This design comes from an exercise in tuning for small area and a short achievable clock period on the open sky130 flow, not from production work. The RTL was checked by simulation tests, not by an equivalence proof against the original design. Power figures rest on the tool's default switching activity, not on a simulated workload.

==> run Z <==
==> flow/design.v (excerpt) <==
module conv3x3_mac_stage
#(
    parameter int N     = 32,
    parameter int SHIFT = 4
) (
    input  logic        clk,
    input  logic        rst,
    input  logic        data_load,
    input  logic [71:0] window,
    input  logic        frame_start,
    input  logic        coef_we,
    input  logic [3:0]  coef_addr,
    input  logic [7:0]  coef_data,
    output logic [7:0]  pix_o,
    output logic        valid_o,
    output logic        frame_done_o
);
Settings: LEC_CHECK=0, CAP_MARGIN=20, CORE_MARGIN=2, CORE_UTILIZATION=60, CTS_CLUSTER_DIAMETER=80, CTS_CLUSTER_SIZE=25, SETUP_SLACK_MARGIN=3.6, SLEW_MARGIN=20, SYNTH_HIERARCHICAL=1; clock period 6.0 ns.
run.sh (not shown) runs the stock make flow with config.mk's settings and CLKGATE_MAP_FILE= SYNTH_SCRIPT=/design/flow/synth_recipe.tcl, a recipe that flattens the netlist after the stock synthesis.
==> run K: changes against run Z <==
Settings changed: CORE_UTILIZATION 60 to 68, CTS_CLUSTER_DIAMETER 80 to 100, CTS_CLUSTER_SIZE 25 to 30, PLACE_DENSITY from default to 0.72.
==> results.sh <==
export IMPL_fin_crit_ns=2.46
export IMPL_use_met1=0.570
export IMPL_multi_input_area_share=0.568
export IMPL_p_total_mw=7.09
export IMPL_wl_met3_um=12100
export IMPL_cp_arrival_ns=2.92
export IMPL_worst_pin_slew_ns=0.651
export IMPL_status="no timing/DRC/antenna violations"
# the run above: run Z

==> results.sh <==
export IMPL_status="no timing/DRC/antenna violations"
export IMPL_wl_met3_um=16000
export IMPL_fin_crit_ns=2.50
export IMPL_cp_arrival_ns=2.97
export IMPL_p_total_mw=6.87
# the run above: run K


* * *

==> run F: inputs <==
Another version of the RTL of conv3x3_mac_stage (not shown whole).
==> flow/design.v (excerpt) <==
module conv3x3_mac_stage
#(
    parameter int N     = 32,
    parameter int SHIFT = 4
) (
    input  logic        clk,
    input  logic        rst,
    input  logic        data_load,
    input  logic [71:0] window,
    input  logic        frame_start,
    input  logic        coef_we,
    input  logic [3:0]  coef_addr,
    input  logic [7:0]  coef_data,
    output logic [7:0]  pix_o,
    output logic        valid_o,
    output logic        frame_done_o
);
    localparam int CW = $clog2(N);
    logic [CW-1:0] col, row;
    logic          last;
    logic [4:0] vpipe;
    logic [71:64]   win_q;
    logic [71:0]   coef_q;
    logic [35:0]   psum_q;
    logic [8:0] c1x_0, c2x_0, psum_0;
    logic [8:0] c1x_1, c2x_1, psum_1;
    logic [8:0] c1x_2, c2x_2, psum_2;
    logic [8:0] c1x_3, c2x_3, psum_3;
    logic sa_0_0;
    logic sb_0_0;
    logic sc_0_0;
    logic [8:0] u_0_0;
    logic u_0_0_a0, u_0_0_b0, u_0_0_c0;
    logic u_0_0_a1, u_0_0_b1, u_0_0_c1;
    logic u_0_0_a2, u_0_0_b2, u_0_0_c2;
  ...
clock: 6.0 ns
lec_check: 0
cap_margin: 20
core_margin: 2
core_utilization: 40
setup_slack_margin: 3.6
slew_margin: 20
synth_hierarchical: 1
==> run C (differences from run F) <==
--- a/flow/design.v
+++ b/flow/design.v
@@ -2998,2 +2998,11 @@
 endmodule
+module conv_a22oi (
+    input  logic a1,
+    input  logic a2,
+    input  logic b1,
+    input  logic b2,
+    output logic y
+);
+    assign y = ~((a1 & a2) | (b1 & b2));
+endmodule
 module conv_nand3 (
--- a/flow/config.mk
+++ b/flow/config.mk
@@ -9,4 +9,6 @@
 export CORE_MARGIN = 2
-export CORE_UTILIZATION = 40
-export SETUP_SLACK_MARGIN = 3.6
+export CORE_UTILIZATION = 60
+export CTS_CLUSTER_DIAMETER = 80
+export CTS_CLUSTER_SIZE = 25
+export SETUP_SLACK_MARGIN = 3.5
 export SLEW_MARGIN = 20
==> run summary <==
item                                                                          run C            run F
Status                                             no timing/DRC/antenna violations  no timing/DRC/antenna violations
Share of final-layout standard cells stronger than drive strength 1           12.6%            20.0%
DR iter-0 viols                                                                3288             2713
Total placed cells including tap cells                                         3399             3667
Via count normalized by instance count                                         6.32             5.60
GRT Total Usage                                                               44.6%            29.7%
Maximum clock frequency                                                     391 MHz          398 MHz
Post-placement setup slack                                                  2.74 ns          3.08 ns
Total number of tap cells                                                       585              855
Pwr Total                                                                   6.88 mW          7.91 mW
FF-to-FF Start                                                       u_coef.coef[5]  u_coef.coef[35]
Total cell area at the placement stage                                   27800 um^2       28100 um^2
Clk tree area frac                                                            2.94%            5.35%
TritonCTS Buffers                                                                27               51
Detail Route met3 WL                                                        12.5 mm          9.96 mm
Final critical path time including I/O delays and setup                     2.56 ns          2.51 ns

[re-timing with driven ports]
The results above use ideal ports. As a check the final layouts listed here were re-extracted and re-timed, cells and wires unchanged. Step 1 (the two cells are an assumption about what drives the block):
set clk [get_ports {clk}]
set_driving_cell -lib_cell sky130_fd_sc_hd__clkbuf_16 $clk
set_driving_cell -lib_cell sky130_fd_sc_hd__buf_2 [delete_from_list [all_inputs] $clk]
Step 2 also shifts input and output timing later by t, the mid clock arrival at the registers, as if the neighbouring blocks saw the same clock. a / b / c = ideal ports / drivers / drivers and shift; a / b = the first two.
run | t, ns | slack for setup (ns) | worst setup path at the end
run Z | 0.659 | 3.536 / 3.536 / 3.187 | input to register
run K | 0.641 | 3.499 / 3.499 / 3.109 | input to register
run F | 0.670 | 3.489 / 3.489 / 3.174 | input to register
run C | 0.651 | 3.445 / 3.445 / 3.074 | input to register
After both steps every run listed still meets setup and hold. For run K, which loses most, drivers alone change the setup slack by 0.000 ns; drivers and shift together by -0.390 ns.
